Background: an optimization exercise with open tools, aiming at small area, a short achievable clock period and few clock cycles per item. Do not read the settings as production practice. RTL that was checked went through simulation tests only; none was proved equivalent to the original. Power is estimated from default activity; no workload was simulated.

==> flow/design.v (excerpt) <==
module pkt_loopback_top #(
  parameter int FIFO_DEPTH = 8,
  parameter int MAX_BEATS  = 16
) (
  input  logic  rd_clk,
  input  logic  rd_rst_n,
  input  logic  rx_valid,
  output logic  rx_ready,
  input  pkt_pkg::beat_t rx_beat,
  input  logic  tx_enable,
  input  logic  tx_ready,
  output logic  tx_valid,
  output pkt_pkg::beat_t tx_beat
);
  localparam int N  = MAX_BEATS;
  localparam int PW = $clog2(N);
  localparam int CW = $clog2(N + 1);
  localparam int EW = pkt_pkg::DATA_W + pkt_pkg::EMPTY_W + 1;
  logic [EW-1:0] ring [0:N-1];
  logic [PW-1:0] dh;        
  logic          dh0;       
  logic [PW-1:0] dt;        
  logic          dt0;       
  logic [CW-1:0] count;     
  logic [CW-1:0] ccount;    
  logic          full;      
  logic          ccnz;      
  logic          rdy;       
  logic          tv;        
  pkt_pkg::beat_t ob;       
  logic          drop;      
  logic          last_eop;  
  logic          en_seen;   
  logic          empty;
  logic          ovf;
  logic          acc;
  logic          store;     
  logic          discard;
  logic          commit;
  logic          take;      
  logic          fire;
  logic          last_out;  
  logic          new_head;
  logic [CW-1:0] count_nxt;
  logic [CW-1:0] ccount_nxt;
  logic          full_nxt;
  logic          ccnz_nxt;
  logic          drop_nxt;
  logic [PW-1:0] dh_nxt;
  logic [PW-1:0] dt_nxt;
  logic [EW-1:0] wr_ent;
  assign empty   = (count == '0);
  assign ovf     = full && !ccnz;
  ...
export LEC_CHECK = 0
export ABC_CLOCK_PERIOD_IN_PS = 2000
export CAP_MARGIN = 20
export CORE_MARGIN = 2
export CORE_UTILIZATION = 40
export SETUP_SLACK_MARGIN = 3.5
export SLEW_MARGIN = 20
create_clock -name core_clock -period 5.5 [get_ports {rd_clk}]
run.sh (not shown) runs the stock make flow with config.mk's settings and CLKGATE_MAP_FILE= SYNTH_SCRIPT=/design/flow/synth_recipe.tcl, a recipe that flattens the netlist after the stock synthesis.
Rerun with:
ABC_CLOCK_PERIOD_IN_PS = 2500   (was 2000)
SETUP_SLACK_MARGIN = 3.0   (was 3.5)
Result:
- synthesized cell count is unchanged
- final area fell by 5.9%
- area after synthesis stays the same
- cell count fell by 4.3%
- wire length fell by 13%
- worst setup slack got worse by 0.075 ns
- total power fell by 6.9%
- count of clock-buffer cells in the layout rose by 10
- die area stays the same
- worst hold slack improved by 0.013 ns
- clock skew fell by 0.0089 ns
Function was not checked in any run of this note: the RTL went through the layout flow alone.

The RTL this note starts from:
==> flow/design.v <==
package pkt_pkg;
  localparam int DATA_W  = 64;
  localparam int EMPTY_W = 3;
  typedef logic [DATA_W-1:0]  data_t;
  typedef logic [EMPTY_W-1:0] empty_t;
  typedef struct packed {
    logic   sop;
    logic   eop;
    empty_t empty;
    data_t  data;
  } beat_t;
  typedef enum logic [1:0] {
    TX_IDLE = 2'd0,
    TX_LOAD = 2'd1,
    TX_SEND = 2'd2,
    TX_DONE = 2'd3
  } tx_state_t;
endpackage
`timescale 1ns/1ps
module pkt_loopback_top #(
  parameter int FIFO_DEPTH = 8,
  parameter int MAX_BEATS  = 16
) (
  input  logic  rd_clk,
  input  logic  rd_rst_n,
  input  logic  rx_valid,
  output logic  rx_ready,
  input  pkt_pkg::beat_t rx_beat,
  input  logic  tx_enable,
  input  logic  tx_ready,
  output logic  tx_valid,
  output pkt_pkg::beat_t tx_beat
);
  localparam int N  = MAX_BEATS;
  localparam int PW = $clog2(N);
  localparam int CW = $clog2(N + 1);
  localparam int EW = pkt_pkg::DATA_W + pkt_pkg::EMPTY_W + 1;
  logic [EW-1:0] ring [0:N-1];
  logic [PW-1:0] dh;        
  logic          dh0;       
  logic [PW-1:0] dt;        
  logic [CW-1:0] count;     
  logic [CW-1:0] ccount;    
  logic          rdy_n;     
  logic          wsel_n;    
  logic          tv;        
  pkt_pkg::beat_t ob;       
  logic          drop;      
  logic          last_eop;  
  logic          en_seen;   
  logic          empty;
  logic          one;
  logic          full;
  logic          ccnz;
  logic          cc_one;
  logic          dt1;
  logic          ovf;
  logic          acc;
  logic          store;     
  logic          discard;
  logic          commit;
  logic          take;      
  logic          fire;
  logic          new_head;
  logic          drop_nxt;
  logic          high;      
  logic [CW-1:0] count_nxt;
  logic [pkt_pkg::DATA_W-1:0] rd_data;
  logic [pkt_pkg::DATA_W-1:0] rd_inc;
  logic          rdy_0;
  logic          rdy_s;
  logic          rdy_t;
  logic          rdy_st;
  logic          wsel_s;
  logic          wsel_t;
  logic [EW-1:0] wr_ent;
  assign empty   = (count == '0);
  assign one     = (count == CW'(1));
  assign full    = (count == CW'(N));
  assign high    = (count >= CW'(N - 1));
  assign ccnz    = (ccount != '0);
  assign cc_one  = (ccount == CW'(1));
  assign dt1     = (dt == PW'(1));
  assign ovf     = full && !ccnz;
  assign acc     = rx_valid && !rdy_n;
  assign store   = acc && !drop && !ovf;
  assign discard = acc && !drop && ovf;
  assign commit  = store && rx_beat.eop;
  assign fire    = tv && tx_ready;
  assign take    = dh0 && en_seen && (!tv || tx_ready) && !empty &&
                   (ccnz || commit);
  assign new_head = store && (empty || (take && one));
  assign drop_nxt = (acc && (drop || ovf)) ? !rx_beat.eop : drop;
  always_comb begin
    count_nxt = count;
    if (discard) begin
      count_nxt = '0;
    end else if (store && !take) begin
      count_nxt = count + 1'b1;
    end else if (take && !store) begin
      count_nxt = count - 1'b1;
    end
  end
  assign rdy_0  = (full && !ccnz) || (!full && (empty || dt1));
  assign rdy_s  = !high || (!ccnz && !rx_beat.eop);
  assign rdy_t  = one || dt1;
  assign rdy_st = !full || !(rx_beat.eop || (ccnz && !cc_one));
  assign wsel_s = (count != CW'(N - 1));
  assign wsel_t = one || dt1;
  assign wr_ent = {rx_beat.eop,
                   rx_beat.eop ? rx_beat.empty : pkt_pkg::EMPTY_W'(0),
                   rx_beat.data};
  always_ff @(posedge rd_clk or negedge rd_rst_n) begin
    if (!rd_rst_n) begin
      dh       <= '0;
      dh0      <= 1'b1;
      dt       <= '0;
      count    <= '0;
      ccount   <= '0;
      rdy_n    <= 1'b0;
      wsel_n   <= 1'b0;
      tv       <= 1'b0;
      drop     <= 1'b0;
      last_eop <= 1'b1;
      en_seen  <= 1'b0;
    end else begin
      if (new_head) begin
        dh  <= PW'(N - 2);
        dh0 <= 1'b0;
      end else if (take) begin
        dh  <= '0;
        dh0 <= 1'b1;
      end else begin
        dh  <= dh - 1'b1;
        dh0 <= (dh == PW'(1));
      end
      if (store || discard || (take && one) || empty) begin
        dt <= '0;
      end else begin
        dt <= dt - 1'b1;
      end
      count <= count_nxt;
      if (commit) begin
        ccount <= count_nxt;
      end else if (take) begin
        ccount <= ccount - 1'b1;
      end
      if (drop_nxt || discard) begin
        rdy_n <= 1'b0;
      end else begin
        case ({store, take})
          2'b00:   rdy_n <= !rdy_0;
          2'b10:   rdy_n <= !rdy_s;
          2'b01:   rdy_n <= !rdy_t;
          default: rdy_n <= !rdy_st;
        endcase
      end
      if (discard) begin
        wsel_n <= 1'b0;
      end else begin
        case ({store, take})
          2'b00:   wsel_n <= !(!full && (empty || dt1));
          2'b10:   wsel_n <= !wsel_s;
          2'b01:   wsel_n <= !wsel_t;
          default: wsel_n <= full;
        endcase
      end
      tv       <= take || (tv && !tx_ready);
      en_seen  <= en_seen || tx_enable;
      drop     <= drop_nxt;
      if (take) begin
        last_eop <= ring[1][EW-1];
      end
    end
  end
  localparam int NG = pkt_pkg::DATA_W / 8;
  logic [NG-1:0] rd_grp;    
  always_ff @(posedge rd_clk) begin
    for (int g = 0; g < NG; g++) begin
      rd_grp[g] <= &ring[2][8*g +: 8];
    end
  end
  assign rd_data = ring[1][pkt_pkg::DATA_W-1:0];
  always_comb begin
    logic lo_grp;
    logic lo_bit;
    for (int g = 0; g < NG; g++) begin
      lo_grp = 1'b1;
      for (int h = 0; h < g; h++) begin
        lo_grp = lo_grp & rd_grp[h];
      end
      lo_bit = 1'b1;
      for (int b = 0; b < 8; b++) begin
        rd_inc[8*g+b] = rd_data[8*g+b] ^ (lo_grp & lo_bit);
        lo_bit = lo_bit & rd_data[8*g+b];
      end
    end
  end
  always_ff @(posedge rd_clk) begin
    for (int i = 0; i < N - 1; i++) begin
      ring[i] <= ring[i+1];
    end
    ring[N-1] <= wsel_n ? ring[0] : wr_ent;
  end
  always_ff @(posedge rd_clk or negedge rd_rst_n) begin
    if (!rd_rst_n) begin
      ob <= '0;
    end else if (take) begin
      ob <= {last_eop, ring[1][EW-1:pkt_pkg::DATA_W], rd_inc};
    end else if (fire) begin
      ob <= '0;
    end
  end
  assign rx_ready = !rdy_n;
  assign tx_valid = tv;
  assign tx_beat  = ob;
endmodule
clock: 5.5 ns
lec_check: 0
abc_area: 1
cap_margin: 20
core_margin: 2
core_utilization: 65
cts_cluster_diameter: 100
cts_cluster_size: 28
setup_slack_margin: 3.22
slew_margin: 20
standard.sh (not shown) runs the stock make flow with config.mk's settings and CLKGATE_MAP_FILE= SYNTH_SCRIPT=/design/flow/synth_recipe.tcl, a recipe that flattens the netlist after the stock synthesis.
==> flow/flow/run.sh <==
#!/bin/bash
# The standard layout, with the port buffers made from buf_2 cells
# instead of the delay buffers buffer_ports picks by default.
set -euo pipefail
export BUFFER_PORTS_ARGS="-buffer_cell sky130_fd_sc_hd__buf_2"
bash standard.sh > standard_flow.log 2>&1
The starting point passed the timing, design-rule and antenna checks.
Testbench counts at the start, summed over its fixed seeds: cycles 14,877, items 14,749.
Edit:
--- a/flow/config.mk
+++ b/flow/config.mk
@@ -13,3 +13,4 @@
 export CTS_CLUSTER_SIZE = 28
-export SETUP_SLACK_MARGIN = 3.22
+export SETUP_SLACK_MARGIN = 3.15
 export SLEW_MARGIN = 20
+export TNS_END_PERCENT = 5
Cell area falls slightly; hold slack is about the same; global-route usage shrinks by 1.0 points; total power fell slightly.
Edit:
--- a/flow/config.mk
+++ b/flow/config.mk
@@ -13,4 +13,4 @@
 export CTS_CLUSTER_SIZE = 28
+export GPL_TIMING_DRIVEN = 0
 export SETUP_SLACK_MARGIN = 3.15
 export SLEW_MARGIN = 20
-export TNS_END_PERCENT = 5
The changed run produced a clean layout.
Worst setup slack barely changes.
Area after synthesis stays the same.
Final area barely changes.
Fmax hardly moves.
Sequential cell count stays the same.
Edit:
--- a/flow/config.mk
+++ b/flow/config.mk
@@ -10,6 +10,5 @@
 export CORE_MARGIN = 2
-export CORE_UTILIZATION = 65
+export CORE_UTILIZATION = 40
 export CTS_CLUSTER_DIAMETER = 100
 export CTS_CLUSTER_SIZE = 28
-export GPL_TIMING_DRIVEN = 0
 export SETUP_SLACK_MARGIN = 3.15
What happened: Total power climbs by 1.4%; clock power climbs by about 5%; synthesized cell count is unchanged; first-iteration DRC count drops by 16%; combinational power climbs by about 3%.

[re-timing with driven ports]
The results above use ideal ports. As a check the final layouts listed here were re-extracted and re-timed, cells and wires unchanged.
Step 1 sets driving cells, clkbuf_16 on the clock port and buf_2 on the other inputs (assumed; they add their load-dependent delay and slew).
Step 2 times the ports against the registers' clock, not the clock port: input delays grow and output delays shrink by t, the midpoint of the rising clock arrivals with the driver on.
Slacks: ideal / step 1 / step 2; pairs: ideal / step 1.
run	t (ns)	setup slack, ns	worst hold slack (ns)	clock arrival spread, ns
the first run of note 1	0.690	3.093 / 3.077 / 2.469	0.297 / 0.297 / 0.297	0.038 / 0.037
the second run of note 1	0.694	3.018 / 2.989 / 2.363	0.309 / 0.309 / 0.309	0.027 / 0.027
the first run of note 2	0.657	3.187 / 3.133 / 2.750	0.316 / 0.316 / 0.316	0.024 / 0.025
the second run of note 2	0.649	3.182 / 3.123 / 2.701	0.318 / 0.318 / 0.318	0.031 / 0.030
the third run of note 2	0.658	3.183 / 3.124 / 2.751	0.314 / 0.314 / 0.314	0.028 / 0.028
the fourth run of note 2	0.677	3.176 / 3.115 / 2.697	0.305 / 0.305 / 0.305	0.041 / 0.040
After both steps setup and hold are still met in every run listed. For the second run of note 1, which loses most, drivers alone change the setup slack by -0.029 ns; drivers and shift together by -0.655 ns.
